This is an optimization exercise on Yosys and OpenROAD, whose aim is small area and a short achievable clock period, not a production implementation. Function was checked by simulation only, so behaviour that the tests miss may differ from the original. No driver is modelled on the clock port, so clocking that relies on it looks cheaper here than on a real chip. Power is estimated from default activity; no workload was simulated.

## flow/design.v (module list and top-level ports; edited modules follow where they fit)
// module wm_fa: 10 lines
// module wm_ha: 9 lines
// module wallace_mult_24x24: 2343 lines
module wallace_mult_24x24 (
  input  logic        clk,
  input  logic        rst,
  input  logic        in_valid,
  input  logic [23:0] a,
  input  logic [23:0] b,
  output logic        out_valid,
  output logic [39:0] x,
  output logic [39:0] y,
  output logic [7:0]  z
);
  // ...
==> flow/flow/run.sh <==
#!/bin/bash
set -euo pipefail
K="BUFFER_PORTS_ARGS=-buffer_cell sky130_fd_sc_hd__buf_1"
EM="SETUP_SLACK_MARGIN=$(cat flow/early_margin.txt)"
bash standard.sh "$K" "$EM" cts > make_cts.log 2>&1
export SKEW_DB=$PWD/orfs/results/$FLOW_PLATFORM/wallace_mult_24x24/base/4_cts.odb
export SKEW_LIB=$FLOW_HOME/platforms/$FLOW_PLATFORM/lib/sky130_fd_sc_hd__tt_025C_1v80.lib
export SKEW_RC=$FLOW_HOME/platforms/$FLOW_PLATFORM/setRC.tcl
export SKEW_SDC=$PWD/orfs/results/$FLOW_PLATFORM/wallace_mult_24x24/base/4_cts.sdc
export SKEW_FLATTEN=$(cat flow/flatten.txt)
read SKEW_D2 SKEW_D3 < flow/skew.txt
export SKEW_D2 SKEW_D3
openroad -no_init -exit flow/skew.tcl > skew.log 2>&1
bash standard.sh "$K" finish > make_finish.log 2>&1
==> flow/flow/early_margin.txt <==
1.8
==> flow/flow/flatten.txt <==
0
==> flow/flow/skew.tcl <==
read_db $::env(SKEW_DB)
read_liberty $::env(SKEW_LIB)
read_sdc $::env(SKEW_SDC)
source $::env(SKEW_RC)
set_propagated_clock [all_clocks]
set db [ord::get_db]
set block [ord::get_db_block]
set sizes {sky130_fd_sc_hd__clkbuf_1 sky130_fd_sc_hd__clkbuf_2 sky130_fd_sc_hd__clkbuf_4 sky130_fd_sc_hd__clkbuf_8 sky130_fd_sc_hd__clkbuf_16}
set pre_master [expr {[info exists ::env(SKEW_PRE)] ? $::env(SKEW_PRE) : "sky130_fd_sc_hd__clkbuf_1"}]
set k 0

proc new_buf {master_name x y in_net} {
  global db block k
  set inst [odb::dbInst_create $block [$db findMaster $master_name] "skew_buf_$k"]
  set out [odb::dbNet_create $block "skew_net_$k"]
  $out setSigType CLOCK
  incr k
  [$inst findITerm A] connect $in_net
  [$inst findITerm X] connect $out
  $inst setLocation $x $y
  $inst setPlacementStatus PLACED
  return [list $inst $out]
}

# odb instance name -> STA clock pin of every register
set clkpin [dict create]
foreach p [get_pins -hierarchical */CLK] {
  dict set clkpin [[[sta::sta_to_db_pin $p] getInst] getName] $p
}
proc ckpin {inst} { return [dict get $::clkpin [$inst getName]] }

proc mean_arrival {insts} {
  set s 0.0; set n 0
  foreach inst $insts {
    set a [get_property [ckpin $inst] arrival_max_rise]
    set s [expr {$s + $a}]; incr n
  }
  return [expr {$s / $n}]
}

# Optionally drop the middle level of the tree: leaf buffers hang directly off the root net.
if {[info exists ::env(SKEW_FLATTEN)] && $::env(SKEW_FLATTEN)} {
  set root_inst [$block findInst clkbuf_0_clk]
  set root_net [[$root_inst findITerm X] getNet]
  foreach it [$root_net getITerms] {
    set inst [$it getInst]
    if {[$it isOutputSignal] || ![string match clkbuf_1_* [$inst getName]]} continue
    set mid_net [[$inst findITerm X] getNet]
    set ok 1
    foreach s [$mid_net getITerms] {
      if {![$s isOutputSignal] && ![string match clkbuf_leaf_* [[$s getInst] getName]]} { set ok 0 }
    }
    if {!$ok} continue
    foreach s [$mid_net getITerms] {
      if {[$s isOutputSignal]} continue
      $s disconnect
      $s connect $root_net
    }
    $it disconnect
    [$inst findITerm X] disconnect
    odb::dbInst_destroy $inst
    odb::dbNet_destroy $mid_net
    puts "removed middle clock buffer level under [$root_net getName]"
  }
}

# leaf nets of the tree
set leaves {}
foreach net [$block getNets] {
  if {[$net getSigType] ne "CLOCK"} continue
  foreach it [$net getITerms] {
    if {[$it isOutputSignal] && [string match clkbuf_leaf_* [[$it getInst] getName]]} { lappend leaves $net }
  }
}

proc leaf_of {it} { return [$it getNet] }
proc kmeans {pts k} {
  # pts: list of {x y item}; returns list of clusters (lists of items)
  set n [llength $pts]
  set cs {}
  for {set i 0} {$i < $k} {incr i} {
    set p [lindex $pts [expr {int(($i + 0.5) * $n / $k)}]]
    lappend cs [list [lindex $p 0] [lindex $p 1]]
  }
  for {set iter 0} {$iter < 20} {incr iter} {
    set members {}
    for {set i 0} {$i < $k} {incr i} { lappend members {} }
    foreach p $pts {
      set best 0; set bd 1e30
      for {set i 0} {$i < $k} {incr i} {
        set c [lindex $cs $i]
        set d [expr {abs([lindex $p 0] - [lindex $c 0]) + abs([lindex $p 1] - [lindex $c 1])}]
        if {$d < $bd} { set bd $d; set best $i }
      }
      lset members $best [concat [lindex $members $best] [list $p]]
    }
    set ncs {}
    for {set i 0} {$i < $k} {incr i} {
      set m [lindex $members $i]
      if {[llength $m] == 0} { lappend ncs [lindex $cs $i]; continue }
      set sx 0; set sy 0
      foreach p $m { set sx [expr {$sx + [lindex $p 0]}]; set sy [expr {$sy + [lindex $p 1]}] }
      lappend ncs [list [expr {$sx / [llength $m]}] [expr {$sy / [llength $m]}]]
    }
    set cs $ncs
  }
  set out {}
  foreach m $members { if {[llength $m]} { lappend out $m } }
  return $out
}
set leaf_drv {}
foreach net $leaves {
  foreach it [$net getITerms] {
    if {[$it isOutputSignal]} { lappend leaf_drv [list $net [lindex [[$it getInst] getLocation] 0] [lindex [[$it getInst] getLocation] 1]] }
  }
}
set csize [expr {[info exists ::env(SKEW_CLUSTER)] ? $::env(SKEW_CLUSTER) : 20}]
set groups {}
foreach rank {r2 r3} {
  set pts {}
  foreach net $leaves {
    foreach it [$net getITerms] {
      set inst [$it getInst]
      if {[$it isOutputSignal]} continue
      if {[string match ${rank}_* [$inst getName]] && [[$it getMTerm] getName] eq "CLK"} {
        set loc [$inst getLocation]
        lappend pts [list [lindex $loc 0] [lindex $loc 1] $it]
      }
    }
  }
  if {![llength $pts]} continue
  set pts [lsort -real -index 0 $pts]
  set nk [expr {max(1, int(ceil([llength $pts] / double($csize))))}]
  foreach m [kmeans $pts $nk] {
    set sx 0; set sy 0
    foreach p $m { set sx [expr {$sx + [lindex $p 0]}]; set sy [expr {$sy + [lindex $p 1]}] }
    set n [llength $m]
    set x [expr {int($sx / $n)}]; set y [expr {int($sy / $n)}]
    # nearest leaf driver feeds this cluster
    set bd 1e30; set src {}
    foreach l $leaf_drv {
      set d [expr {abs([lindex $l 1] - $x) + abs([lindex $l 2] - $y)}]
      if {$d < $bd} { set bd $d; set src [lindex $l 0] }
    }
    set si [expr {$n <= 3 ? 1 : ($n <= 8 ? 2 : ($n <= 16 ? 3 : 4))}]
    lassign [new_buf [lindex $sizes $si] $x $y $src] last out
    set insts {}
    foreach p $m { set it [lindex $p 2]; lappend insts [$it getInst]; $it disconnect; $it connect $out }
    lappend groups [dict create rank $rank leaf $src insts $insts last $last si $si simin $si pre {} x $x y $y]
  }
}

set ref {}
foreach inst [$block getInsts] {
  set nm [$inst getName]
  if {[dict exists $clkpin $nm] && ![string match r2_* $nm] && ![string match r3_* $nm] && ![string match a2_* $nm] && ![string match *2_q* $nm]} { lappend ref $inst }
}
puts "reference registers (ranks 1 and 4): [llength $ref]"
for {set round 0} {$round < 14} {incr round} {
  estimate_parasitics -placement
  set base [mean_arrival $ref]
  set changed 0
  set ng {}
  foreach g $groups {
    set tgt [expr {$base + ([dict get $g rank] eq "r2" ? $::env(SKEW_D2) : $::env(SKEW_D3))}]
    set a [mean_arrival [dict get $g insts]]
    set gw 0
    foreach inst [dict get $g insts] {
      set sl [get_property [ckpin $inst] slew_max]
      if {$sl > $gw} { set gw $sl }
    }
    if {$gw > 0.092 && [dict get $g si] < 4} {
      # clock-pin slew first: a stronger last buffer, and never smaller again
      set si [expr {[dict get $g si] + 1}]
      [dict get $g last] swapMaster [$db findMaster [lindex $sizes $si]]
      dict set g si $si
      dict set g simin $si
      lappend ng $g
      set changed 1
      continue
    }
    set si [dict get $g si]
    set last [dict get $g last]
    if {$a < $tgt - 0.04} {
      if {$si > [dict get $g simin] && ($tgt - $a < 0.1 || [llength [dict get $g pre]] >= 6)} {
        incr si -1
        $last swapMaster [$db findMaster [lindex $sizes $si]]
      } elseif {[llength [dict get $g pre]] < 6} {
        # one more small buffer in front of the last one
        set in_it [$last findITerm A]
        set in_net [$in_it getNet]
        $in_it disconnect
        lassign [new_buf $::pre_master [dict get $g x] [dict get $g y] $in_net] p pout
        $in_it connect $pout
        dict lappend g pre $p
      }
      set changed 1
    } elseif {$a > $tgt + 0.04 && $si < 4} {
      incr si
      $last swapMaster [$db findMaster [lindex $sizes $si]]
      set changed 1
    }
    dict set g si $si
    lappend ng $g
  }
  set groups $ng
  if {!$changed} break
}
estimate_parasitics -placement
set base [mean_arrival $ref]
foreach g $groups {
  puts [format "group %s %-22s sinks %2d last %s pre %d  skew %.3f" [dict get $g rank] [[dict get $g leaf] getName] [llength [dict get $g insts]] [lindex $sizes [dict get $g si]] [llength [dict get $g pre]] [expr {[mean_arrival [dict get $g insts]] - $base}]]
}
puts "ranks 1 and 4 mean clock arrival $base"
set worst 0
foreach g $groups {
  set gw 0
  foreach inst [dict get $g insts] {
    set sl [get_property [ckpin $inst] slew_max]
    if {$sl > $worst} { set worst $sl }
    if {$sl > $gw} { set gw $sl }
  }
  puts "slew [dict get $g rank] [llength [dict get $g insts]] [lindex $sizes [dict get $g si]] $gw"
}
puts "worst skewed clock-pin slew $worst"
detailed_placement
check_placement -verbose
write_db $::env(SKEW_DB)
==> flow/flow/skew.txt <==
0.4 0.55
==> flow/standard.sh <==
#!/bin/bash
# synth_recipe.tcl (not shown) runs the flow's synth.tcl, then flattens the netlist and writes it again
# the make line also repeats each setting of config.mk as NAME=value (left out here)
make -C /OpenROAD-flow-scripts/flow DESIGN_CONFIG=/design/flow/config.mk WORK_HOME=/design/flow/orfs CLKGATE_MAP_FILE= SYNTH_SCRIPT=/design/flow/synth_recipe.tcl "${@:-finish}"
==> flow/config.mk <==
export PLATFORM = sky130hd
export DESIGN_NAME = wallace_mult_24x24
export DESIGN_NICKNAME = wallace_mult_24x24
export VERILOG_FILES = /design/flow/design.v
export SDC_FILE = /design/flow/constraint.sdc
export NUM_CORES = 4
export LEC_CHECK = 0
export CAP_MARGIN = 20
export CORE_MARGIN = 2
export CORE_UTILIZATION = 60
export CTS_CLUSTER_DIAMETER = 150
export CTS_CLUSTER_SIZE = 50
export HOLD_SLACK_MARGIN = 0.05
export SETUP_SLACK_MARGIN = 2.2
export SLEW_MARGIN = 20
export SYNTH_HIERARCHICAL = 1
export SYNTH_MINIMUM_KEEP_SIZE = 0
==> flow/constraint.sdc <==
create_clock -name core_clock -period 4.0 [get_ports {clk}]
set_input_delay 0.8000 -clock core_clock [delete_from_list [all_inputs] [get_ports {clk}]]
set_output_delay 0.8000 -clock core_clock [all_outputs]
set_load 0.01 [all_outputs]
==> run summary, run 1 <==
- Drt first pass iters: 7
- Async S/R FF share, synth: 0%
- Crit share post-route: 48.0%
- Slowest cell delay on critical path: 640 ps
- Global placer's final weighted congestion: 0.849
- Clock power share: 18.9%
- Multi-input combinational area share: 49.9%
- Syn. warnings: 7
- WHS Path Cells: 0
- Post-Synth XOR/XNOR Area: between 10% and 20%
- Well Taps: about 460
- Die Wd: 194 um
- Commonest non-fill, non-tap cell in the layout: dfxtp_1
- Largest family of logic cells by synthesized area: adder cells
- I/O Pins: 140
- Pwr Density: 688 nW/um2
- CP arrival: 2870 ps
- Synth area leaders: dfxtp_1 (39%), fa_1 (24%), xnor2_1 (12%), a22oi_1 (8.9%), buf_4 (4.2%)
- Most used DFF post-synth: dfxtp_1
- Largest area contributor in the netlist: dfxtp_1
- Seq/total area: 38.1%
- Max reg flops: 24
- Total combinational power: between 5 and 6 mW
- DRT antenna net count: 0
- Worst-path fanout max: 1
- Die Y: between 150 and 200 um
- Status: finished clean
- H-tree levels: 1
- Hold Buf Count CTS: 0
- Postcts setup bufs: 0
- M1 WL: 21600 um
==> run 2: changes to the inputs <==
--- a/flow/design.v
+++ b/flow/design.v
@@ -31,17 +31,17 @@
   output logic [7:0]  z
 );
   logic [23:0] a1_q;
   logic [11:0] one1_q, two1_q, neg1_q;
   logic        b23_1_q;
   logic        v1, v2, v3, v4;
   logic [24:0] bx;
   logic [11:0] one_d, two_d, neg_d;
-  logic [8:0]  lo_sum;
+  logic [9:0]  lo_sum;
   assign bx = {b, 1'b0};
   always_comb begin
     for (int i = 0; i < 12; i++) begin
       one_d[i] = bx[2*i+1] ^ bx[2*i];
       two_d[i] = (bx[2*i+2] & ~bx[2*i+1] & ~bx[2*i]) | (~bx[2*i+2] & bx[2*i+1] & bx[2*i]);
       neg_d[i] = bx[2*i+2];
     end
   end
@@ -975,26 +975,16 @@
   logic s913;
   logic c914;
   logic s915;
   logic c916;
   logic s917;
   logic c918;
   logic s919;
   logic c920;
-  logic s921;
-  logic c922;
-  logic s923;
-  logic c924;
-  logic s925;
-  logic c926;
-  logic s927;
-  logic c928;
-  logic s929;
-  logic c930;
   logic r2_c0_0;
   logic r2_c0_1;
   logic r2_c1_0;
   logic r2_c2_0;
   logic r2_c3_0;
   logic r2_c4_0;
   logic r2_c4_1;
   logic r2_c4_2;
@@ -1171,32 +1161,33 @@
   logic r2_c44_1;
   logic r2_c45_0;
   logic r2_c45_1;
   logic r2_c45_2;
   logic r2_c46_0;
   logic r2_c46_1;
   logic r2_c47_0;
   logic r3_c0_0;
-  logic r3_c0_1;
   logic r3_c1_0;
   logic r3_c2_0;
   logic r3_c3_0;
   logic r3_c4_0;
   logic r3_c5_0;
   logic r3_c6_0;
   logic r3_c7_0;
-  logic r3_c7_1;
-  logic r3_c7_2;
   logic r3_c8_0;
+  logic r3_c8_1;
+  logic r3_c8_2;
   logic r3_c9_0;
+  logic r3_c9_1;
+  logic r3_c9_2;
   logic r3_c10_0;
+  logic r3_c10_1;
   logic r3_c11_0;
   logic r3_c11_1;
-  logic r3_c11_2;
   logic r3_c12_0;
   logic r3_c12_1;
   logic r3_c13_0;
   logic r3_c13_1;
   logic r3_c14_0;
   logic r3_c14_1;
   logic r3_c15_0;
   logic r3_c15_1;
@@ -1273,16 +1264,17 @@
   logic r4_c5_0;
   logic r4_c6_0;
   logic r4_c7_0;
   logic r4_c8_0;
   logic r4_c8_1;
   logic r4_c9_0;
   logic r4_c9_1;
   logic r4_c10_0;
+  logic r4_c10_1;
   logic r4_c11_0;
   logic r4_c11_1;
   logic r4_c12_0;
   logic r4_c12_1;
   logic r4_c13_0;
   logic r4_c13_1;
   logic r4_c14_0;
   logic r4_c14_1;
@@ -1864,140 +1856,135 @@
   wm_fa u_s673 (.a(pp308), .b(c668), .c(s671), .s(s673), .co(c674));
   assign s675 = ~(pp333 ^ pp285);
   assign c676 = pp333 | pp285;
   wm_fa u_s677 (.a(pp309), .b(s675), .c(c672), .s(s677), .co(c678));
   wm_fa u_s679 (.a(nneg286), .b(pp334), .c(pp310), .s(s679), .co(c680));
   assign s681 = ~(pp335 ^ pp311);
   assign c682 = pp335 | pp311;
   wm_fa u_s683 (.a(nneg312), .b(pp336), .c(c682), .s(s683), .co(c684));
-  wm_fa u_s685 (.a(r2_c4_0), .b(r2_c4_1), .c(r2_c4_2), .s(s685), .co(c686));
-  wm_fa u_s687 (.a(r2_c5_0), .b(r2_c5_1), .c(c686), .s(s687), .co(c688));
-  wm_fa u_s689 (.a(r2_c6_0), .b(r2_c6_1), .c(c688), .s(s689), .co(c690));
-  wm_ha u_s691 (.a(r2_c8_0), .b(r2_c8_1), .s(s691), .co(c692));
-  wm_fa u_s693 (.a(r2_c9_0), .b(r2_c9_1), .c(r2_c9_2), .s(s693), .co(c694));
-  wm_fa u_s695 (.a(r2_c9_3), .b(c692), .c(s693), .s(s695), .co(c696));
-  wm_fa u_s697 (.a(r2_c10_0), .b(r2_c10_1), .c(r2_c10_2), .s(s697), .co(c698));
-  wm_fa u_s699 (.a(c694), .b(s697), .c(c696), .s(s699), .co(c700));
-  wm_fa u_s701 (.a(r2_c11_0), .b(r2_c11_1), .c(r2_c11_2), .s(s701), .co(c702));
-  wm_fa u_s703 (.a(r2_c12_0), .b(r2_c12_1), .c(r2_c12_2), .s(s703), .co(c704));
-  wm_fa u_s705 (.a(r2_c13_0), .b(r2_c13_1), .c(r2_c13_2), .s(s705), .co(c706));
-  wm_fa u_s707 (.a(r2_c13_3), .b(r2_c13_4), .c(c704), .s(s707), .co(c708));
-  wm_fa u_s709 (.a(r2_c14_0), .b(r2_c14_1), .c(r2_c14_2), .s(s709), .co(c710));
-  wm_fa u_s711 (.a(r2_c14_3), .b(c706), .c(s709), .s(s711), .co(c712));
-  wm_fa u_s713 (.a(r2_c15_0), .b(r2_c15_1), .c(r2_c15_2), .s(s713), .co(c714));
-  wm_fa u_s715 (.a(r2_c15_3), .b(c710), .c(s713), .s(s715), .co(c716));
-  wm_fa u_s717 (.a(r2_c16_0), .b(r2_c16_1), .c(r2_c16_2), .s(s717), .co(c718));
-  wm_fa u_s719 (.a(r2_c16_3), .b(c714), .c(s717), .s(s719), .co(c720));
-  wm_fa u_s721 (.a(r2_c17_0), .b(r2_c17_1), .c(r2_c17_2), .s(s721), .co(c722));
-  wm_fa u_s723 (.a(r2_c17_3), .b(c718), .c(s721), .s(s723), .co(c724));
-  wm_fa u_s725 (.a(r2_c18_0), .b(r2_c18_1), .c(r2_c18_2), .s(s725), .co(c726));
-  wm_fa u_s727 (.a(r2_c18_3), .b(r2_c18_4), .c(r2_c18_5), .s(s727), .co(c728));
-  wm_fa u_s729 (.a(c722), .b(s725), .c(s727), .s(s729), .co(c730));
-  wm_fa u_s731 (.a(r2_c19_0), .b(r2_c19_1), .c(r2_c19_2), .s(s731), .co(c732));
-  wm_fa u_s733 (.a(r2_c19_3), .b(r2_c19_4), .c(c726), .s(s733), .co(c734));
-  wm_fa u_s735 (.a(c728), .b(s731), .c(s733), .s(s735), .co(c736));
-  wm_fa u_s737 (.a(r2_c20_0), .b(r2_c20_1), .c(r2_c20_2), .s(s737), .co(c738));
-  wm_fa u_s739 (.a(r2_c20_3), .b(r2_c20_4), .c(c732), .s(s739), .co(c740));
-  wm_fa u_s741 (.a(s737), .b(c734), .c(s739), .s(s741), .co(c742));
-  wm_fa u_s743 (.a(r2_c21_0), .b(r2_c21_1), .c(r2_c21_2), .s(s743), .co(c744));
-  wm_fa u_s745 (.a(r2_c21_3), .b(r2_c21_4), .c(c738), .s(s745), .co(c746));
-  wm_fa u_s747 (.a(s743), .b(c740), .c(s745), .s(s747), .co(c748));
-  wm_fa u_s749 (.a(r2_c22_0), .b(r2_c22_1), .c(r2_c22_2), .s(s749), .co(c750));
-  wm_fa u_s751 (.a(r2_c22_3), .b(r2_c22_4), .c(r2_c22_5), .s(s751), .co(c752));
-  wm_fa u_s753 (.a(r2_c22_6), .b(c744), .c(s749), .s(s753), .co(c754));
-  wm_fa u_s755 (.a(s751), .b(c746), .c(s753), .s(s755), .co(c756));
-  wm_fa u_s757 (.a(r2_c23_0), .b(r2_c23_1), .c(r2_c23_2), .s(s757), .co(c758));
-  wm_fa u_s759 (.a(r2_c23_3), .b(r2_c23_4), .c(r2_c23_5), .s(s759), .co(c760));
-  wm_fa u_s761 (.a(c750), .b(c752), .c(s757), .s(s761), .co(c762));
-  wm_fa u_s763 (.a(s759), .b(c754), .c(s761), .s(s763), .co(c764));
-  wm_fa u_s765 (.a(r2_c24_0), .b(r2_c24_1), .c(r2_c24_2), .s(s765), .co(c766));
-  wm_fa u_s767 (.a(r2_c24_3), .b(r2_c24_4), .c(c758), .s(s767), .co(c768));
-  wm_fa u_s769 (.a(c760), .b(s765), .c(s767), .s(s769), .co(c770));
-  wm_fa u_s771 (.a(r2_c25_0), .b(r2_c25_1), .c(r2_c25_2), .s(s771), .co(c772));
-  wm_fa u_s773 (.a(r2_c25_3), .b(r2_c25_4), .c(r2_c25_5), .s(s773), .co(c774));
-  wm_fa u_s775 (.a(c766), .b(s771), .c(s773), .s(s775), .co(c776));
-  wm_fa u_s777 (.a(r2_c26_0), .b(r2_c26_1), .c(r2_c26_2), .s(s777), .co(c778));
-  wm_fa u_s779 (.a(r2_c26_3), .b(r2_c26_4), .c(r2_c26_5), .s(s779), .co(c780));
-  wm_fa u_s781 (.a(c772), .b(c774), .c(s777), .s(s781), .co(c782));
-  wm_fa u_s783 (.a(s779), .b(c776), .c(s781), .s(s783), .co(c784));
-  wm_fa u_s785 (.a(r2_c27_0), .b(r2_c27_1), .c(r2_c27_2), .s(s785), .co(c786));
-  wm_fa u_s787 (.a(r2_c27_3), .b(r2_c27_4), .c(r2_c27_5), .s(s787), .co(c788));
-  wm_fa u_s789 (.a(c778), .b(c780), .c(s785), .s(s789), .co(c790));
-  wm_fa u_s791 (.a(s787), .b(c782), .c(s789), .s(s791), .co(c792));
-  wm_fa u_s793 (.a(r2_c28_0), .b(r2_c28_1), .c(r2_c28_2), .s(s793), .co(c794));
-  wm_fa u_s795 (.a(r2_c28_3), .b(r2_c28_4), .c(r2_c28_5), .s(s795), .co(c796));
-  wm_fa u_s797 (.a(r2_c28_6), .b(c786), .c(c788), .s(s797), .co(c798));
-  wm_fa u_s799 (.a(s793), .b(s795), .c(s797), .s(s799), .co(c800));
-  wm_fa u_s801 (.a(r2_c29_0), .b(r2_c29_1), .c(r2_c29_2), .s(s801), .co(c802));
-  wm_fa u_s803 (.a(r2_c29_3), .b(r2_c29_4), .c(c794), .s(s803), .co(c804));
-  wm_fa u_s805 (.a(c796), .b(s801), .c(c798), .s(s805), .co(c806));
-  wm_fa u_s807 (.a(r2_c30_0), .b(r2_c30_1), .c(r2_c30_2), .s(s807), .co(c808));
-  wm_fa u_s809 (.a(r2_c30_3), .b(r2_c30_4), .c(r2_c30_5), .s(s809), .co(c810));
-  wm_fa u_s811 (.a(r2_c30_6), .b(c802), .c(s807), .s(s811), .co(c812));
-  wm_fa u_s813 (.a(s809), .b(c804), .c(s811), .s(s813), .co(c814));
-  wm_fa u_s815 (.a(r2_c31_0), .b(r2_c31_1), .c(r2_c31_2), .s(s815), .co(c816));
-  wm_fa u_s817 (.a(r2_c31_3), .b(r2_c31_4), .c(c808), .s(s817), .co(c818));
-  wm_fa u_s819 (.a(c810), .b(s815), .c(s817), .s(s819), .co(c820));
-  wm_fa u_s821 (.a(r2_c32_0), .b(r2_c32_1), .c(r2_c32_2), .s(s821), .co(c822));
-  wm_fa u_s823 (.a(r2_c32_3), .b(r2_c32_4), .c(c816), .s(s823), .co(c824));
-  wm_fa u_s825 (.a(s821), .b(c818), .c(s823), .s(s825), .co(c826));
-  wm_fa u_s827 (.a(r2_c33_0), .b(r2_c33_1), .c(r2_c33_2), .s(s827), .co(c828));
-  wm_fa u_s829 (.a(r2_c33_3), .b(c822), .c(s827), .s(s829), .co(c830));
-  wm_fa u_s831 (.a(r2_c34_0), .b(r2_c34_1), .c(r2_c34_2), .s(s831), .co(c832));
-  wm_fa u_s833 (.a(r2_c34_3), .b(c828), .c(s831), .s(s833), .co(c834));
-  wm_fa u_s835 (.a(r2_c35_0), .b(r2_c35_1), .c(r2_c35_2), .s(s835), .co(c836));
-  wm_fa u_s837 (.a(r2_c35_3), .b(r2_c35_4), .c(c832), .s(s837), .co(c838));
-  wm_fa u_s839 (.a(s835), .b(s837), .c(c834), .s(s839), .co(c840));
-  wm_fa u_s841 (.a(r2_c36_0), .b(r2_c36_1), .c(r2_c36_2), .s(s841), .co(c842));
-  wm_fa u_s843 (.a(r2_c36_3), .b(c836), .c(s841), .s(s843), .co(c844));
-  wm_fa u_s845 (.a(r2_c37_0), .b(r2_c37_1), .c(r2_c37_2), .s(s845), .co(c846));
-  wm_fa u_s847 (.a(r2_c37_3), .b(r2_c37_4), .c(c842), .s(s847), .co(c848));
-  wm_fa u_s849 (.a(s845), .b(s847), .c(c844), .s(s849), .co(c850));
-  wm_fa u_s851 (.a(r2_c38_0), .b(r2_c38_1), .c(r2_c38_2), .s(s851), .co(c852));
-  wm_fa u_s853 (.a(r2_c38_3), .b(c846), .c(s851), .s(s853), .co(c854));
-  wm_fa u_s855 (.a(r2_c39_0), .b(r2_c39_1), .c(r2_c39_2), .s(s855), .co(c856));
-  wm_fa u_s857 (.a(c852), .b(s855), .c(c854), .s(s857), .co(c858));
-  wm_fa u_s859 (.a(r2_c40_0), .b(r2_c40_1), .c(r2_c40_2), .s(s859), .co(c860));
-  wm_fa u_s861 (.a(r2_c41_0), .b(r2_c41_1), .c(r2_c41_2), .s(s861), .co(c862));
-  wm_fa u_s863 (.a(r2_c41_3), .b(c860), .c(s861), .s(s863), .co(c864));
-  wm_fa u_s865 (.a(r2_c42_0), .b(r2_c42_1), .c(r2_c42_2), .s(s865), .co(c866));
-  wm_fa u_s867 (.a(c862), .b(s865), .c(c864), .s(s867), .co(c868));
-  wm_fa u_s869 (.a(r2_c43_0), .b(r2_c43_1), .c(c866), .s(s869), .co(c870));
-  wm_fa u_s871 (.a(r2_c44_0), .b(r2_c44_1), .c(c870), .s(s871), .co(c872));
-  wm_fa u_s873 (.a(r2_c45_0), .b(r2_c45_1), .c(r2_c45_2), .s(s873), .co(c874));
-  wm_fa u_s875 (.a(r2_c46_0), .b(r2_c46_1), .c(c874), .s(s875), .co(c876));
-  wm_ha u_s877 (.a(r3_c7_0), .b(r3_c7_1), .s(s877), .co(c878));
-  wm_ha u_s879 (.a(r3_c8_0), .b(c878), .s(s879), .co(c880));
-  wm_ha u_s881 (.a(r3_c11_0), .b(r3_c11_1), .s(s881), .co(c882));
-  wm_ha u_s883 (.a(r3_c12_0), .b(r3_c12_1), .s(s883), .co(c884));
-  wm_ha u_s885 (.a(r3_c13_0), .b(r3_c13_1), .s(s885), .co(c886));
-  wm_ha u_s887 (.a(r3_c14_0), .b(r3_c14_1), .s(s887), .co(c888));
-  wm_ha u_s889 (.a(r3_c15_0), .b(r3_c15_1), .s(s889), .co(c890));
-  wm_ha u_s891 (.a(r3_c16_0), .b(r3_c16_1), .s(s891), .co(c892));
-  wm_ha u_s893 (.a(r3_c17_0), .b(r3_c17_1), .s(s893), .co(c894));
-  wm_ha u_s895 (.a(r3_c18_0), .b(r3_c18_1), .s(s895), .co(c896));
-  wm_ha u_s897 (.a(r3_c19_0), .b(r3_c19_1), .s(s897), .co(c898));
-  wm_ha u_s899 (.a(r3_c20_0), .b(r3_c20_1), .s(s899), .co(c900));
-  wm_ha u_s901 (.a(r3_c21_0), .b(r3_c21_1), .s(s901), .co(c902));
-  wm_ha u_s903 (.a(r3_c22_0), .b(r3_c22_1), .s(s903), .co(c904));
-  wm_ha u_s905 (.a(r3_c23_0), .b(r3_c23_1), .s(s905), .co(c906));
-  wm_fa u_s907 (.a(r3_c24_0), .b(r3_c24_1), .c(r3_c24_2), .s(s907), .co(c908));
-  wm_fa u_s909 (.a(r3_c25_0), .b(r3_c25_1), .c(r3_c25_2), .s(s909), .co(c910));
-  wm_ha u_s911 (.a(r3_c28_0), .b(r3_c28_1), .s(s911), .co(c912));
-  wm_fa u_s913 (.a(r3_c29_0), .b(r3_c29_1), .c(r3_c29_2), .s(s913), .co(c914));
-  wm_ha u_s915 (.a(r3_c30_0), .b(r3_c30_1), .s(s915), .co(c916));
-  wm_fa u_s917 (.a(r3_c31_0), .b(r3_c31_1), .c(r3_c31_2), .s(s917), .co(c918));
-  wm_ha u_s919 (.a(r3_c32_0), .b(r3_c32_1), .s(s919), .co(c920));
-  wm_fa u_s921 (.a(r3_c33_0), .b(r3_c33_1), .c(r3_c33_2), .s(s921), .co(c922));
-  wm_ha u_s923 (.a(r3_c34_0), .b(r3_c34_1), .s(s923), .co(c924));
-  wm_ha u_s925 (.a(r3_c36_0), .b(r3_c36_1), .s(s925), .co(c926));
-  wm_ha u_s927 (.a(r3_c38_0), .b(r3_c38_1), .s(s927), .co(c928));
-  wm_ha u_s929 (.a(r3_c40_0), .b(r3_c40_1), .s(s929), .co(c930));
-  assign lo_sum = {1'b0, r3_c7_2, r3_c6_0, r3_c5_0, r3_c4_0, r3_c3_0, r3_c2_0, r3_c1_0, r3_c0_0} + {1'b0, s877, 1'b0, 1'b0, 1'b0, 1'b0, 1'b0, 1'b0, r3_c0_1};
+  wm_fa u_s685 (.a(r2_c9_0), .b(r2_c9_1), .c(r2_c9_2), .s(s685), .co(c686));
+  wm_fa u_s687 (.a(r2_c10_0), .b(r2_c10_1), .c(r2_c10_2), .s(s687), .co(c688));
+  wm_fa u_s689 (.a(r2_c11_0), .b(r2_c11_1), .c(r2_c11_2), .s(s689), .co(c690));
+  wm_fa u_s691 (.a(r2_c12_0), .b(r2_c12_1), .c(r2_c12_2), .s(s691), .co(c692));
+  wm_fa u_s693 (.a(r2_c13_0), .b(r2_c13_1), .c(r2_c13_2), .s(s693), .co(c694));
+  wm_fa u_s695 (.a(r2_c13_3), .b(r2_c13_4), .c(c692), .s(s695), .co(c696));
+  wm_fa u_s697 (.a(r2_c14_0), .b(r2_c14_1), .c(r2_c14_2), .s(s697), .co(c698));
+  wm_fa u_s699 (.a(r2_c14_3), .b(c694), .c(s697), .s(s699), .co(c700));
+  wm_fa u_s701 (.a(r2_c15_0), .b(r2_c15_1), .c(r2_c15_2), .s(s701), .co(c702));
+  wm_fa u_s703 (.a(r2_c15_3), .b(c698), .c(s701), .s(s703), .co(c704));
+  wm_fa u_s705 (.a(r2_c16_0), .b(r2_c16_1), .c(r2_c16_2), .s(s705), .co(c706));
+  wm_fa u_s707 (.a(r2_c16_3), .b(c702), .c(s705), .s(s707), .co(c708));
+  wm_fa u_s709 (.a(r2_c17_0), .b(r2_c17_1), .c(r2_c17_2), .s(s709), .co(c710));
+  wm_fa u_s711 (.a(r2_c17_3), .b(c706), .c(s709), .s(s711), .co(c712));
+  wm_fa u_s713 (.a(r2_c18_0), .b(r2_c18_1), .c(r2_c18_2), .s(s713), .co(c714));
+  wm_fa u_s715 (.a(r2_c18_3), .b(r2_c18_4), .c(r2_c18_5), .s(s715), .co(c716));
+  wm_fa u_s717 (.a(c710), .b(s713), .c(s715), .s(s717), .co(c718));
+  wm_fa u_s719 (.a(r2_c19_0), .b(r2_c19_1), .c(r2_c19_2), .s(s719), .co(c720));
+  wm_fa u_s721 (.a(r2_c19_3), .b(r2_c19_4), .c(c714), .s(s721), .co(c722));
+  wm_fa u_s723 (.a(c716), .b(s719), .c(s721), .s(s723), .co(c724));
+  wm_fa u_s725 (.a(r2_c20_0), .b(r2_c20_1), .c(r2_c20_2), .s(s725), .co(c726));
+  wm_fa u_s727 (.a(r2_c20_3), .b(r2_c20_4), .c(c720), .s(s727), .co(c728));
+  wm_fa u_s729 (.a(s725), .b(c722), .c(s727), .s(s729), .co(c730));
+  wm_fa u_s731 (.a(r2_c21_0), .b(r2_c21_1), .c(r2_c21_2), .s(s731), .co(c732));
+  wm_fa u_s733 (.a(r2_c21_3), .b(r2_c21_4), .c(c726), .s(s733), .co(c734));
+  wm_fa u_s735 (.a(s731), .b(c728), .c(s733), .s(s735), .co(c736));
+  wm_fa u_s737 (.a(r2_c22_0), .b(r2_c22_1), .c(r2_c22_2), .s(s737), .co(c738));
+  wm_fa u_s739 (.a(r2_c22_3), .b(r2_c22_4), .c(r2_c22_5), .s(s739), .co(c740));
+  wm_fa u_s741 (.a(r2_c22_6), .b(c732), .c(s737), .s(s741), .co(c742));
+  wm_fa u_s743 (.a(s739), .b(c734), .c(s741), .s(s743), .co(c744));
+  wm_fa u_s745 (.a(r2_c23_0), .b(r2_c23_1), .c(r2_c23_2), .s(s745), .co(c746));
+  wm_fa u_s747 (.a(r2_c23_3), .b(r2_c23_4), .c(r2_c23_5), .s(s747), .co(c748));
+  wm_fa u_s749 (.a(c738), .b(c740), .c(s745), .s(s749), .co(c750));
+  wm_fa u_s751 (.a(s747), .b(c742), .c(s749), .s(s751), .co(c752));
+  wm_fa u_s753 (.a(r2_c24_0), .b(r2_c24_1), .c(r2_c24_2), .s(s753), .co(c754));
+  wm_fa u_s755 (.a(r2_c24_3), .b(r2_c24_4), .c(c746), .s(s755), .co(c756));
+  wm_fa u_s757 (.a(c748), .b(s753), .c(s755), .s(s757), .co(c758));
+  wm_fa u_s759 (.a(r2_c25_0), .b(r2_c25_1), .c(r2_c25_2), .s(s759), .co(c760));
+  wm_fa u_s761 (.a(r2_c25_3), .b(r2_c25_4), .c(r2_c25_5), .s(s761), .co(c762));
+  wm_fa u_s763 (.a(c754), .b(s759), .c(s761), .s(s763), .co(c764));
+  wm_fa u_s765 (.a(r2_c26_0), .b(r2_c26_1), .c(r2_c26_2), .s(s765), .co(c766));
+  wm_fa u_s767 (.a(r2_c26_3), .b(r2_c26_4), .c(r2_c26_5), .s(s767), .co(c768));
+  wm_fa u_s769 (.a(c760), .b(c762), .c(s765), .s(s769), .co(c770));
+  wm_fa u_s771 (.a(s767), .b(c764), .c(s769), .s(s771), .co(c772));
+  wm_fa u_s773 (.a(r2_c27_0), .b(r2_c27_1), .c(r2_c27_2), .s(s773), .co(c774));
+  wm_fa u_s775 (.a(r2_c27_3), .b(r2_c27_4), .c(r2_c27_5), .s(s775), .co(c776));
+  wm_fa u_s777 (.a(c766), .b(c768), .c(s773), .s(s777), .co(c778));
+  wm_fa u_s779 (.a(s775), .b(c770), .c(s777), .s(s779), .co(c780));
+  wm_fa u_s781 (.a(r2_c28_0), .b(r2_c28_1), .c(r2_c28_2), .s(s781), .co(c782));
+  wm_fa u_s783 (.a(r2_c28_3), .b(r2_c28_4), .c(r2_c28_5), .s(s783), .co(c784));
+  wm_fa u_s785 (.a(r2_c28_6), .b(c774), .c(c776), .s(s785), .co(c786));
+  wm_fa u_s787 (.a(s781), .b(s783), .c(s785), .s(s787), .co(c788));
+  wm_fa u_s789 (.a(r2_c29_0), .b(r2_c29_1), .c(r2_c29_2), .s(s789), .co(c790));
+  wm_fa u_s791 (.a(r2_c29_3), .b(r2_c29_4), .c(c782), .s(s791), .co(c792));
+  wm_fa u_s793 (.a(c784), .b(s789), .c(c786), .s(s793), .co(c794));
+  wm_fa u_s795 (.a(r2_c30_0), .b(r2_c30_1), .c(r2_c30_2), .s(s795), .co(c796));
+  wm_fa u_s797 (.a(r2_c30_3), .b(r2_c30_4), .c(r2_c30_5), .s(s797), .co(c798));
+  wm_fa u_s799 (.a(r2_c30_6), .b(c790), .c(s795), .s(s799), .co(c800));
+  wm_fa u_s801 (.a(s797), .b(c792), .c(s799), .s(s801), .co(c802));
+  wm_fa u_s803 (.a(r2_c31_0), .b(r2_c31_1), .c(r2_c31_2), .s(s803), .co(c804));
+  wm_fa u_s805 (.a(r2_c31_3), .b(r2_c31_4), .c(c796), .s(s805), .co(c806));
+  wm_fa u_s807 (.a(c798), .b(s803), .c(s805), .s(s807), .co(c808));
+  wm_fa u_s809 (.a(r2_c32_0), .b(r2_c32_1), .c(r2_c32_2), .s(s809), .co(c810));
+  wm_fa u_s811 (.a(r2_c32_3), .b(r2_c32_4), .c(c804), .s(s811), .co(c812));
+  wm_fa u_s813 (.a(s809), .b(c806), .c(s811), .s(s813), .co(c814));
+  wm_fa u_s815 (.a(r2_c33_0), .b(r2_c33_1), .c(r2_c33_2), .s(s815), .co(c816));
+  wm_fa u_s817 (.a(r2_c33_3), .b(c810), .c(s815), .s(s817), .co(c818));
+  wm_fa u_s819 (.a(r2_c34_0), .b(r2_c34_1), .c(r2_c34_2), .s(s819), .co(c820));
+  wm_fa u_s821 (.a(r2_c34_3), .b(c816), .c(s819), .s(s821), .co(c822));
+  wm_fa u_s823 (.a(r2_c35_0), .b(r2_c35_1), .c(r2_c35_2), .s(s823), .co(c824));
+  wm_fa u_s825 (.a(r2_c35_3), .b(r2_c35_4), .c(c820), .s(s825), .co(c826));
+  wm_fa u_s827 (.a(s823), .b(s825), .c(c822), .s(s827), .co(c828));
+  wm_fa u_s829 (.a(r2_c36_0), .b(r2_c36_1), .c(r2_c36_2), .s(s829), .co(c830));
+  wm_fa u_s831 (.a(r2_c36_3), .b(c824), .c(s829), .s(s831), .co(c832));
+  wm_fa u_s833 (.a(r2_c37_0), .b(r2_c37_1), .c(r2_c37_2), .s(s833), .co(c834));
+  wm_fa u_s835 (.a(r2_c37_3), .b(r2_c37_4), .c(c830), .s(s835), .co(c836));
+  wm_fa u_s837 (.a(s833), .b(s835), .c(c832), .s(s837), .co(c838));
+  wm_fa u_s839 (.a(r2_c38_0), .b(r2_c38_1), .c(r2_c38_2), .s(s839), .co(c840));
+  wm_fa u_s841 (.a(r2_c38_3), .b(c834), .c(s839), .s(s841), .co(c842));
+  wm_fa u_s843 (.a(r2_c39_0), .b(r2_c39_1), .c(r2_c39_2), .s(s843), .co(c844));
+  wm_fa u_s845 (.a(c840), .b(s843), .c(c842), .s(s845), .co(c846));
+  wm_fa u_s847 (.a(r2_c40_0), .b(r2_c40_1), .c(r2_c40_2), .s(s847), .co(c848));
+  wm_fa u_s849 (.a(r2_c41_0), .b(r2_c41_1), .c(r2_c41_2), .s(s849), .co(c850));
+  wm_fa u_s851 (.a(r2_c41_3), .b(c848), .c(s849), .s(s851), .co(c852));
+  wm_fa u_s853 (.a(r2_c42_0), .b(r2_c42_1), .c(r2_c42_2), .s(s853), .co(c854));
+  wm_fa u_s855 (.a(c850), .b(s853), .c(c852), .s(s855), .co(c856));
+  wm_fa u_s857 (.a(r2_c43_0), .b(r2_c43_1), .c(c854), .s(s857), .co(c858));
+  wm_fa u_s859 (.a(r2_c44_0), .b(r2_c44_1), .c(c858), .s(s859), .co(c860));
+  wm_fa u_s861 (.a(r2_c45_0), .b(r2_c45_1), .c(r2_c45_2), .s(s861), .co(c862));
+  wm_fa u_s863 (.a(r2_c46_0), .b(r2_c46_1), .c(c862), .s(s863), .co(c864));
+  assign lo_sum = {2'b0, r2_c7_0, r2_c6_0, r2_c5_0, r2_c4_0, r2_c3_0, r2_c2_0, r2_c1_0, r2_c0_0} + {2'b0, r2_c7_1, r2_c6_1, r2_c5_1, r2_c4_1, 1'b0, 1'b0, 1'b0, r2_c0_1} + {2'b0, 1'b0, 1'b0, 1'b0, r2_c4_2, 1'b0, 1'b0, 1'b0, 1'b0};
+  wm_ha u_s865 (.a(r3_c8_0), .b(r3_c8_1), .s(s865), .co(c866));
+  wm_fa u_s867 (.a(r3_c9_0), .b(r3_c9_1), .c(r3_c9_2), .s(s867), .co(c868));
+  wm_ha u_s869 (.a(r3_c10_0), .b(r3_c10_1), .s(s869), .co(c870));
+  wm_ha u_s871 (.a(r3_c11_0), .b(r3_c11_1), .s(s871), .co(c872));
+  wm_ha u_s873 (.a(r3_c12_0), .b(r3_c12_1), .s(s873), .co(c874));
+  wm_ha u_s875 (.a(r3_c13_0), .b(r3_c13_1), .s(s875), .co(c876));
+  wm_ha u_s877 (.a(r3_c14_0), .b(r3_c14_1), .s(s877), .co(c878));
+  wm_ha u_s879 (.a(r3_c15_0), .b(r3_c15_1), .s(s879), .co(c880));
+  wm_ha u_s881 (.a(r3_c16_0), .b(r3_c16_1), .s(s881), .co(c882));
+  wm_ha u_s883 (.a(r3_c17_0), .b(r3_c17_1), .s(s883), .co(c884));
+  wm_ha u_s885 (.a(r3_c18_0), .b(r3_c18_1), .s(s885), .co(c886));
+  wm_ha u_s887 (.a(r3_c19_0), .b(r3_c19_1), .s(s887), .co(c888));
+  wm_ha u_s889 (.a(r3_c20_0), .b(r3_c20_1), .s(s889), .co(c890));
+  wm_ha u_s891 (.a(r3_c21_0), .b(r3_c21_1), .s(s891), .co(c892));
+  wm_ha u_s893 (.a(r3_c22_0), .b(r3_c22_1), .s(s893), .co(c894));
+  wm_ha u_s895 (.a(r3_c23_0), .b(r3_c23_1), .s(s895), .co(c896));
+  wm_fa u_s897 (.a(r3_c24_0), .b(r3_c24_1), .c(r3_c24_2), .s(s897), .co(c898));
+  wm_fa u_s899 (.a(r3_c25_0), .b(r3_c25_1), .c(r3_c25_2), .s(s899), .co(c900));
+  wm_ha u_s901 (.a(r3_c28_0), .b(r3_c28_1), .s(s901), .co(c902));
+  wm_fa u_s903 (.a(r3_c29_0), .b(r3_c29_1), .c(r3_c29_2), .s(s903), .co(c904));
+  wm_ha u_s905 (.a(r3_c30_0), .b(r3_c30_1), .s(s905), .co(c906));
+  wm_fa u_s907 (.a(r3_c31_0), .b(r3_c31_1), .c(r3_c31_2), .s(s907), .co(c908));
+  wm_ha u_s909 (.a(r3_c32_0), .b(r3_c32_1), .s(s909), .co(c910));
+  wm_fa u_s911 (.a(r3_c33_0), .b(r3_c33_1), .c(r3_c33_2), .s(s911), .co(c912));
+  wm_ha u_s913 (.a(r3_c34_0), .b(r3_c34_1), .s(s913), .co(c914));
+  wm_ha u_s915 (.a(r3_c36_0), .b(r3_c36_1), .s(s915), .co(c916));
+  wm_ha u_s917 (.a(r3_c38_0), .b(r3_c38_1), .s(s917), .co(c918));
+  wm_ha u_s919 (.a(r3_c40_0), .b(r3_c40_1), .s(s919), .co(c920));
   always_ff @(posedge clk) begin
     r2_c0_0 <= neg1_q[0];
     r2_c0_1 <= pp1;
     r2_c1_0 <= pp2;
     r2_c2_0 <= s337;
     r2_c3_0 <= s339;
     r2_c4_0 <= pp53;
     r2_c4_1 <= s341;
@@ -2176,189 +2163,191 @@
     r2_c45_0 <= c676;
     r2_c45_1 <= s679;
     r2_c45_2 <= c678;
     r2_c46_0 <= s681;
     r2_c46_1 <= c680;
     r2_c47_0 <= s683;
   end
   always_ff @(posedge clk) begin
-    r3_c0_0 <= r2_c0_0;
-    r3_c0_1 <= r2_c0_1;
-    r3_c1_0 <= r2_c1_0;
-    r3_c2_0 <= r2_c2_0;
-    r3_c3_0 <= r2_c3_0;
-    r3_c4_0 <= s685;
-    r3_c5_0 <= s687;
-    r3_c6_0 <= s689;
-    r3_c7_0 <= r2_c7_0;
-    r3_c7_1 <= r2_c7_1;
-    r3_c7_2 <= c690;
-    r3_c8_0 <= s691;
-    r3_c9_0 <= s695;
-    r3_c10_0 <= s699;
-    r3_c11_0 <= c698;
-    r3_c11_1 <= s701;
-    r3_c11_2 <= c700;
-    r3_c12_0 <= c702;
-    r3_c12_1 <= s703;
-    r3_c13_0 <= s705;
-    r3_c13_1 <= s707;
-    r3_c14_0 <= c708;
-    r3_c14_1 <= s711;
-    r3_c15_0 <= c712;
-    r3_c15_1 <= s715;
-    r3_c16_0 <= c716;
-    r3_c16_1 <= s719;
-    r3_c17_0 <= c720;
-    r3_c17_1 <= s723;
-    r3_c18_0 <= c724;
-    r3_c18_1 <= s729;
-    r3_c19_0 <= c730;
-    r3_c19_1 <= s735;
-    r3_c20_0 <= c736;
-    r3_c20_1 <= s741;
-    r3_c21_0 <= c742;
-    r3_c21_1 <= s747;
-    r3_c22_0 <= c748;
-    r3_c22_1 <= s755;
-    r3_c23_0 <= c756;
-    r3_c23_1 <= s763;
-    r3_c24_0 <= c762;
-    r3_c24_1 <= s769;
-    r3_c24_2 <= c764;
-    r3_c25_0 <= c768;
-    r3_c25_1 <= s775;
-    r3_c25_2 <= c770;
-    r3_c26_0 <= s783;
-    r3_c27_0 <= c784;
-    r3_c27_1 <= s791;
-    r3_c28_0 <= c790;
-    r3_c28_1 <= c792;
-    r3_c28_2 <= s799;
-    r3_c29_0 <= s803;
-    r3_c29_1 <= s805;
-    r3_c29_2 <= c800;
-    r3_c30_0 <= c806;
-    r3_c30_1 <= s813;
-    r3_c31_0 <= c812;
-    r3_c31_1 <= s819;
-    r3_c31_2 <= c814;
-    r3_c32_0 <= c820;
-    r3_c32_1 <= s825;
-    r3_c33_0 <= c824;
-    r3_c33_1 <= s829;
-    r3_c33_2 <= c826;
-    r3_c34_0 <= c830;
-    r3_c34_1 <= s833;
-    r3_c35_0 <= s839;
-    r3_c36_0 <= c838;
-    r3_c36_1 <= s843;
-    r3_c36_2 <= c840;
-    r3_c37_0 <= s849;
-    r3_c38_0 <= c848;
-    r3_c38_1 <= s853;
-    r3_c38_2 <= c850;
-    r3_c39_0 <= s857;
-    r3_c40_0 <= c856;
-    r3_c40_1 <= s859;
-    r3_c40_2 <= c858;
-    r3_c41_0 <= s863;
-    r3_c42_0 <= s867;
-    r3_c43_0 <= s869;
-    r3_c43_1 <= c868;
-    r3_c44_0 <= s871;
-    r3_c45_0 <= s873;
-    r3_c45_1 <= c872;
-    r3_c46_0 <= s875;
+    r3_c0_0 <= lo_sum[0];
+    r3_c1_0 <= lo_sum[1];
+    r3_c2_0 <= lo_sum[2];
+    r3_c3_0 <= lo_sum[3];
+    r3_c4_0 <= lo_sum[4];
+    r3_c5_0 <= lo_sum[5];
+    r3_c6_0 <= lo_sum[6];
+    r3_c7_0 <= lo_sum[7];
+    r3_c8_0 <= r2_c8_0;
+    r3_c8_1 <= r2_c8_1;
+    r3_c8_2 <= lo_sum[8];
+    r3_c9_0 <= r2_c9_3;
+    r3_c9_1 <= s685;
+    r3_c9_2 <= lo_sum[9];
+    r3_c10_0 <= c686;
+    r3_c10_1 <= s687;
+    r3_c11_0 <= c688;
+    r3_c11_1 <= s689;
+    r3_c12_0 <= c690;
+    r3_c12_1 <= s691;
+    r3_c13_0 <= s693;
+    r3_c13_1 <= s695;
+    r3_c14_0 <= c696;
+    r3_c14_1 <= s699;
+    r3_c15_0 <= c700;
+    r3_c15_1 <= s703;
+    r3_c16_0 <= c704;
+    r3_c16_1 <= s707;
+    r3_c17_0 <= c708;
+    r3_c17_1 <= s711;
+    r3_c18_0 <= c712;
+    r3_c18_1 <= s717;
+    r3_c19_0 <= c718;
+    r3_c19_1 <= s723;
+    r3_c20_0 <= c724;
+    r3_c20_1 <= s729;
+    r3_c21_0 <= c730;
+    r3_c21_1 <= s735;
+    r3_c22_0 <= c736;
+    r3_c22_1 <= s743;
+    r3_c23_0 <= c744;
+    r3_c23_1 <= s751;
+    r3_c24_0 <= c750;
+    r3_c24_1 <= s757;
+    r3_c24_2 <= c752;
+    r3_c25_0 <= c756;
+    r3_c25_1 <= s763;
+    r3_c25_2 <= c758;
+    r3_c26_0 <= s771;
+    r3_c27_0 <= c772;
+    r3_c27_1 <= s779;
+    r3_c28_0 <= c778;
+    r3_c28_1 <= c780;
+    r3_c28_2 <= s787;
+    r3_c29_0 <= s791;
+    r3_c29_1 <= s793;
+    r3_c29_2 <= c788;
+    r3_c30_0 <= c794;
+    r3_c30_1 <= s801;
+    r3_c31_0 <= c800;
+    r3_c31_1 <= s807;
+    r3_c31_2 <= c802;
+    r3_c32_0 <= c808;
+    r3_c32_1 <= s813;
+    r3_c33_0 <= c812;
+    r3_c33_1 <= s817;
+    r3_c33_2 <= c814;
+    r3_c34_0 <= c818;
+    r3_c34_1 <= s821;
+    r3_c35_0 <= s827;
+    r3_c36_0 <= c826;
+    r3_c36_1 <= s831;
+    r3_c36_2 <= c828;
+    r3_c37_0 <= s837;
+    r3_c38_0 <= c836;
+    r3_c38_1 <= s841;
+    r3_c38_2 <= c838;
+    r3_c39_0 <= s845;
+    r3_c40_0 <= c844;
+    r3_c40_1 <= s847;
+    r3_c40_2 <= c846;
+    r3_c41_0 <= s851;
+    r3_c42_0 <= s855;
+    r3_c43_0 <= s857;
+    r3_c43_1 <= c856;
+    r3_c44_0 <= s859;
+    r3_c45_0 <= s861;
+    r3_c45_1 <= c860;
+    r3_c46_0 <= s863;
     r3_c47_0 <= r2_c47_0;
-    r3_c47_1 <= c876;
+    r3_c47_1 <= c864;
   end
   always_ff @(posedge clk) begin
-    r4_c0_0 <= lo_sum[0];
-    r4_c1_0 <= lo_sum[1];
-    r4_c2_0 <= lo_sum[2];
-    r4_c3_0 <= lo_sum[3];
-    r4_c4_0 <= lo_sum[4];
-    r4_c5_0 <= lo_sum[5];
-    r4_c6_0 <= lo_sum[6];
-    r4_c7_0 <= lo_sum[7];
-    r4_c8_0 <= s879;
-    r4_c8_1 <= lo_sum[8];
-    r4_c9_0 <= r3_c9_0;
-    r4_c9_1 <= c880;
-    r4_c10_0 <= r3_c10_0;
-    r4_c11_0 <= r3_c11_2;
-    r4_c11_1 <= s881;
-    r4_c12_0 <= s883;
-    r4_c12_1 <= c882;
-    r4_c13_0 <= s885;
-    r4_c13_1 <= c884;
-    r4_c14_0 <= s887;
-    r4_c14_1 <= c886;
-    r4_c15_0 <= s889;
-    r4_c15_1 <= c888;
-    r4_c16_0 <= s891;
-    r4_c16_1 <= c890;
-    r4_c17_0 <= s893;
-    r4_c17_1 <= c892;
-    r4_c18_0 <= s895;
-    r4_c18_1 <= c894;
-    r4_c19_0 <= s897;
-    r4_c19_1 <= c896;
-    r4_c20_0 <= s899;
-    r4_c20_1 <= c898;
-    r4_c21_0 <= s901;
-    r4_c21_1 <= c900;
-    r4_c22_0 <= s903;
-    r4_c22_1 <= c902;
-    r4_c23_0 <= s905;
-    r4_c23_1 <= c904;
-    r4_c24_0 <= s907;
-    r4_c24_1 <= c906;
-    r4_c25_0 <= s909;
-    r4_c25_1 <= c908;
+    r4_c0_0 <= r3_c0_0;
+    r4_c1_0 <= r3_c1_0;
+    r4_c2_0 <= r3_c2_0;
+    r4_c3_0 <= r3_c3_0;
+    r4_c4_0 <= r3_c4_0;
+    r4_c5_0 <= r3_c5_0;
+    r4_c6_0 <= r3_c6_0;
+    r4_c7_0 <= r3_c7_0;
+    r4_c8_0 <= r3_c8_2;
+    r4_c8_1 <= s865;
+    r4_c9_0 <= s867;
+    r4_c9_1 <= c866;
+    r4_c10_0 <= s869;
+    r4_c10_1 <= c868;
+    r4_c11_0 <= s871;
+    r4_c11_1 <= c870;
+    r4_c12_0 <= s873;
+    r4_c12_1 <= c872;
+    r4_c13_0 <= s875;
+    r4_c13_1 <= c874;
+    r4_c14_0 <= s877;
+    r4_c14_1 <= c876;
+    r4_c15_0 <= s879;
+    r4_c15_1 <= c878;
+    r4_c16_0 <= s881;
+    r4_c16_1 <= c880;
+    r4_c17_0 <= s883;
+    r4_c17_1 <= c882;
+    r4_c18_0 <= s885;
+    r4_c18_1 <= c884;
+    r4_c19_0 <= s887;
+    r4_c19_1 <= c886;
+    r4_c20_0 <= s889;
+    r4_c20_1 <= c888;
+    r4_c21_0 <= s891;
+    r4_c21_1 <= c890;
+    r4_c22_0 <= s893;
+    r4_c22_1 <= c892;
+    r4_c23_0 <= s895;
+    r4_c23_1 <= c894;
+    r4_c24_0 <= s897;
+    r4_c24_1 <= c896;
+    r4_c25_0 <= s899;
+    r4_c25_1 <= c898;
     r4_c26_0 <= r3_c26_0;
-    r4_c26_1 <= c910;
+    r4_c26_1 <= c900;
     r4_c27_0 <= r3_c27_0;
     r4_c27_1 <= r3_c27_1;
     r4_c28_0 <= r3_c28_2;
-    r4_c28_1 <= s911;
-    r4_c29_0 <= s913;
-    r4_c29_1 <= c912;
-    r4_c30_0 <= s915;
-    r4_c30_1 <= c914;
-    r4_c31_0 <= s917;
-    r4_c31_1 <= c916;
-    r4_c32_0 <= s919;
-    r4_c32_1 <= c918;
-    r4_c33_0 <= s921;
-    r4_c33_1 <= c920;
-    r4_c34_0 <= s923;
-    r4_c34_1 <= c922;
+    r4_c28_1 <= s901;
+    r4_c29_0 <= s903;
+    r4_c29_1 <= c902;
+    r4_c30_0 <= s905;
+    r4_c30_1 <= c904;
+    r4_c31_0 <= s907;
+    r4_c31_1 <= c906;
+    r4_c32_0 <= s909;
+    r4_c32_1 <= c908;
+    r4_c33_0 <= s911;
+    r4_c33_1 <= c910;
+    r4_c34_0 <= s913;
+    r4_c34_1 <= c912;
     r4_c35_0 <= r3_c35_0;
-    r4_c35_1 <= c924;
+    r4_c35_1 <= c914;
     r4_c36_0 <= r3_c36_2;
-    r4_c36_1 <= s925;
+    r4_c36_1 <= s915;
     r4_c37_0 <= r3_c37_0;
-    r4_c37_1 <= c926;
+    r4_c37_1 <= c916;
     r4_c38_0 <= r3_c38_2;
-    r4_c38_1 <= s927;
+    r4_c38_1 <= s917;
     r4_c39_0 <= r3_c39_0;
-    r4_c39_1 <= c928;
+    r4_c39_1 <= c918;
     r4_c40_0 <= r3_c40_2;
-    r4_c40_1 <= s929;
+    r4_c40_1 <= s919;
     r4_c41_0 <= r3_c41_0;
-    r4_c41_1 <= c930;
+    r4_c41_1 <= c920;
     r4_c42_0 <= r3_c42_0;
     r4_c43_0 <= r3_c43_0;
     r4_c43_1 <= r3_c43_1;
     r4_c44_0 <= r3_c44_0;
     r4_c45_0 <= r3_c45_0;
     r4_c45_1 <= r3_c45_1;
     r4_c46_0 <= r3_c46_0;
     r4_c47_0 <= r3_c47_0;
     r4_c47_1 <= r3_c47_1;
   end
   assign z = {r4_c7_0, r4_c6_0, r4_c5_0, r4_c4_0, r4_c3_0, r4_c2_0, r4_c1_0, r4_c0_0};
   assign x = {r4_c47_0, r4_c46_0, r4_c45_0, r4_c44_0, r4_c43_0, r4_c42_0, r4_c41_0, r4_c40_0, r4_c39_0, r4_c38_0, r4_c37_0, r4_c36_0, r4_c35_0, r4_c34_0, r4_c33_0, r4_c32_0, r4_c31_0, r4_c30_0, r4_c29_0, r4_c28_0, r4_c27_0, r4_c26_0, r4_c25_0, r4_c24_0, r4_c23_0, r4_c22_0, r4_c21_0, r4_c20_0, r4_c19_0, r4_c18_0, r4_c17_0, r4_c16_0, r4_c15_0, r4_c14_0, r4_c13_0, r4_c12_0, r4_c11_0, r4_c10_0, r4_c9_0, r4_c8_0};
-  assign y = {r4_c47_1, 1'b0, r4_c45_1, 1'b0, r4_c43_1, 1'b0, r4_c41_1, r4_c40_1, r4_c39_1, r4_c38_1, r4_c37_1, r4_c36_1, r4_c35_1, r4_c34_1, r4_c33_1, r4_c32_1, r4_c31_1, r4_c30_1, r4_c29_1, r4_c28_1, r4_c27_1, r4_c26_1, r4_c25_1, r4_c24_1, r4_c23_1, r4_c22_1, r4_c21_1, r4_c20_1, r4_c19_1, r4_c18_1, r4_c17_1, r4_c16_1, r4_c15_1, r4_c14_1, r4_c13_1, r4_c12_1, r4_c11_1, 1'b0, r4_c9_1, r4_c8_1};
+  assign y = {r4_c47_1, 1'b0, r4_c45_1, 1'b0, r4_c43_1, 1'b0, r4_c41_1, r4_c40_1, r4_c39_1, r4_c38_1, r4_c37_1, r4_c36_1, r4_c35_1, r4_c34_1, r4_c33_1, r4_c32_1, r4_c31_1, r4_c30_1, r4_c29_1, r4_c28_1, r4_c27_1, r4_c26_1, r4_c25_1, r4_c24_1, r4_c23_1, r4_c22_1, r4_c21_1, r4_c20_1, r4_c19_1, r4_c18_1, r4_c17_1, r4_c16_1, r4_c15_1, r4_c14_1, r4_c13_1, r4_c12_1, r4_c11_1, r4_c10_1, r4_c9_1, r4_c8_1};
 endmodule
==> flow/flow/run.sh (replaced) <==
#!/bin/bash
set -euo pipefail
K="BUFFER_PORTS_ARGS=-buffer_cell sky130_fd_sc_hd__buf_1"
EM="SETUP_SLACK_MARGIN=$(cat flow/early_margin.txt)"
bash standard.sh "$K" "$EM" cts > make_cts.log 2>&1
export SKEW_DB=$PWD/orfs/results/$FLOW_PLATFORM/wallace_mult_24x24/base/4_cts.odb
export SKEW_LIB=$FLOW_HOME/platforms/$FLOW_PLATFORM/lib/sky130_fd_sc_hd__tt_025C_1v80.lib
export SKEW_RC=$FLOW_HOME/platforms/$FLOW_PLATFORM/setRC.tcl
export SKEW_SDC=$PWD/orfs/results/$FLOW_PLATFORM/wallace_mult_24x24/base/4_cts.sdc
export SKEW_FLATTEN=$(cat flow/flatten.txt)
export SKEW_LEAF=$(cat flow/leaf.txt 2>/dev/null || true)
read SKEW_D2 SKEW_D3 < flow/skew.txt
export SKEW_D2 SKEW_D3
openroad -no_init -exit flow/skew.tcl > skew.log 2>&1
bash standard.sh "$K" finish > make_finish.log 2>&1
--- a/flow/flow/skew.tcl
+++ b/flow/flow/skew.tcl
@@ -142,16 +142,24 @@
       set d [expr {abs([lindex $l 1] - $x) + abs([lindex $l 2] - $y)}]
       if {$d < $bd} { set bd $d; set src [lindex $l 0] }
     }
     set si [expr {$n <= 3 ? 1 : ($n <= 8 ? 2 : ($n <= 16 ? 3 : 4))}]
     lassign [new_buf [lindex $sizes $si] $x $y $src] last out
     set insts {}
     foreach p $m { set it [lindex $p 2]; lappend insts [$it getInst]; $it disconnect; $it connect $out }
     lappend groups [dict create rank $rank leaf $src insts $insts last $last si $si simin $si pre {} x $x y $y]
+  }
+}
+
+if {[info exists ::env(SKEW_LEAF)] && $::env(SKEW_LEAF) ne ""} {
+  foreach net $leaves {
+    foreach it [$net getITerms] {
+      if {[$it isOutputSignal]} { [$it getInst] swapMaster [$db findMaster $::env(SKEW_LEAF)] }
+    }
   }
 }
 
 set ref {}
 foreach inst [$block getInsts] {
   set nm [$inst getName]
   if {[dict exists $clkpin $nm] && ![string match r2_* $nm] && ![string match r3_* $nm] && ![string match a2_* $nm] && ![string match *2_q* $nm]} { lappend ref $inst }
 }
@@ -218,11 +226,14 @@
   foreach inst [dict get $g insts] {
     set sl [get_property [ckpin $inst] slew_max]
     if {$sl > $worst} { set worst $sl }
     if {$sl > $gw} { set gw $sl }
   }
   puts "slew [dict get $g rank] [llength [dict get $g insts]] [lindex $sizes [dict get $g si]] $gw"
 }
 puts "worst skewed clock-pin slew $worst"
+set bw 0
+foreach inst $ref { set sl [get_property [ckpin $inst] slew_max]; if {$sl > $bw} { set bw $sl } }
+puts "worst rank 1/4 clock-pin slew $bw"
 detailed_placement
 check_placement -verbose
 write_db $::env(SKEW_DB)
==> flow/flow/skew.txt (replaced) <==
0.42 0.57
==> flow/config.mk (replaced) <==
export PLATFORM = sky130hd
export DESIGN_NAME = wallace_mult_24x24
export DESIGN_NICKNAME = wallace_mult_24x24
export VERILOG_FILES = /design/flow/design.v
export SDC_FILE = /design/flow/constraint.sdc
export NUM_CORES = 4
export LEC_CHECK = 0
export CAP_MARGIN = 20
export CORE_MARGIN = 2
export CORE_UTILIZATION = 60
export CTS_CLUSTER_DIAMETER = 100
export CTS_CLUSTER_SIZE = 30
export HOLD_SLACK_MARGIN = 0.05
export SETUP_SLACK_MARGIN = 2.2
export SLEW_MARGIN = 20
export SYNTH_HIERARCHICAL = 1
export SYNTH_MINIMUM_KEEP_SIZE = 0
==> run 2 against run 1 <==
  * Still clean
  * Cell count is 1.4% higher
  * Hold slack improved by 29 ps
  * Utilization increased by 1.2 points
  * Fmax is 5.4% higher
  * Critical path depth grew 2
  * Clock skew grew 92 ps
  * Sequential cell count increased by 2
  * Area after synthesis decreased by 0.95%
  * Critical path type unchanged
  * Critical endpoint is now r2_c21_4
  * Largest power group unchanged
==> run summary, run 2 <==
- Routed WL: 50900 um
- Design Area, Final: 22900 um2
- Sw Pwr: 5.62 mW
- Async S/R FF share, synth: 0% (unchanged)
- FP Rows: 69
- Slowest cell delay on critical path: 520 ps (-120 ps)
- Die Wd: 193 um (-0.47%)
- Crit share post-route: 45.5% (-2.5 points)
- Flops & latches, synth: 425
- Switching share of total power: 34.9%
- Wire length per cell: about 23 um
- Drt first pass iters: 8 (+1)
- Max reg flops: 24 (unchanged)
- Worst-path fanout max: 25 (+24)
- Top reg by flops: a1_q
- Crit path cell chain: buf_4 -> a22oi_1 -> xnor2_1 -> fa_1 -> fa_1
- Die Y: 193 um (-0.47%)
- CP arrival: 2590 ps (-280 ps)
- R2R Path End: r2_c21_4
- Max_cap viols: 0
- Filler Cell Count: 2779
- Clock Tree Root: clkbuf_16
- I/O Pins: 140 (unchanged)
- Worst R2R Path Depth: 5
- Seq pwr share: between 40 and 50%
- R2R setup slack: 2180 ps
- Hold Buf Count CTS: 0 (unchanged)
- WHS Path Cells: 0 (unchanged)
- Worst path depth: 5
- Hold EP: r3_c9_0
- Commonest non-fill, non-tap cell in the layout: dfxtp_1
- Syn. warnings: 7 (unchanged)
- Fin. Hold Viols: 0
- Most used DFF post-synth: dfxtp_1
- Mean post-synth cell area: 12.6 um2
- Overflow after GRT: 0
- Status: finished clean
- H-tree levels: 1 (unchanged)
- Synth area leaders: dfxtp_1 (40%), fa_1 (24%), xnor2_1 (12%), a22oi_1 (9.2%), buf_4 (3.9%)
- Sequential share of the synthesized area: 39.6%
- Clock power share: 20.9% (+2.0 points)
- Pwr Density: 705 nW/um2 (+2.4%)
- Top-count cell post-synth: dfxtp_1
- DRT antenna net count: 0 (unchanged)
- CTS sink cnt: 425
- Global placer's final weighted congestion: 0.886 (+4.3%)
- Post-route setup TNS: 0 ps
- Critical path's top delay family: adder cells
- Largest area contributor in the netlist: dfxtp_1
## run 2: power groups by stage
stage / combinational, mW / clock, mW / sequential, mW
after floorplan: 4.38 / 0 / 6.82
after global placement: 5.54 / 0 / 7.18
after detailed placement: 5.66 / 0 / 7.22
after CTS: 5.72 / 2.32 / 7.12
after global routing: 6.55 / 3.63 / 7.31
final: 5.64 / 3.36 / 7.11
## run 2: logic make-up after synthesis
group | Yosys count | share of synthesized area [%]
compound gates | 293 | 10.5
buf+inv | 280 | 8.30
simple gates | 84 | 2.12
xor+xnor | 316 | 12.9
fa+ha+maj | 302 | 26.7
other cells | 1 | 0.0174
flops | 425 | 39.6
## run 2: worst max-delay path by stage
stage / startpoint / to / slack, ps
detailed placement: a1_q[4] / r2_c21_4 / 1350
global route: r2_c26_0 / r3_c26_0 / 2190
CTS: a1_q[8] / r2_c21_4 / 1760
finish: a1_q[6] / r2_c21_4 / 2180
global placement: a1_q[22] / r2_c27_5 / 1340
floorplan: neg1_q[0] / r2_c17_3 / 1920
## run 2: final cells by class
class,count,share of cell area [%]
multi-input cells,998,49.1
clock buffers,20,2.10
flip-flops and latches,425,37.7
diodes,2,0.0219
repair buffers,211,5.37
well taps,461,2.52
inverters,33,0.542
plain buffers,63,2.28
clock inverters,5,0.306
## run 2: what timing repair did
item                       in CTS  in global routing
resized for setup              62                 49
buffers inserted                2                  9
setup endpoints to repair     141                 50
## run 2: per-layer routing
metal	wire length [um]	track usage [%]	part of all wire (%)
met1	22100	39.2	43
met2	23300	44.1	46
met3	4040	5.07	7.9
met4	1440	8.82	2.8
met5	13	0	0.026
## run 2: worst register-to-register path: stages, from the launching register on
cell and delay [ps]:
dfxtp_1 310, buf_4 360, a22oi_1 190, xnor2_1 220, fa_1 470, fa_1 520
## run 2: through the flow
stage	power, mW	cells
global route	17.5	2216
global placement	12.7	2117
CTS	15.2	2144
detailed placement	12.9	2117
finish	16.1	2218
floorplan	11.2	1703
## run 2: per-module statistics from Yosys, one instance, submodules excluded
module | cells inside | flip-flops and latches
wm_fa | 1 | 0
wallace_mult_24x24 | 1419 | 425
wm_ha | 1 | 0

Setup slack of run 2, layout unchanged: 2.179 ns with ideal ports, 2.160 ns with driving cells assumed (clock clkbuf_16, inputs buf_2), 2.179 ns with port delays also shifted by the 0.888 ns mid clock arrival. Its clock arrivals span 0.544 to 1.232 ns, so the last figure is rough.
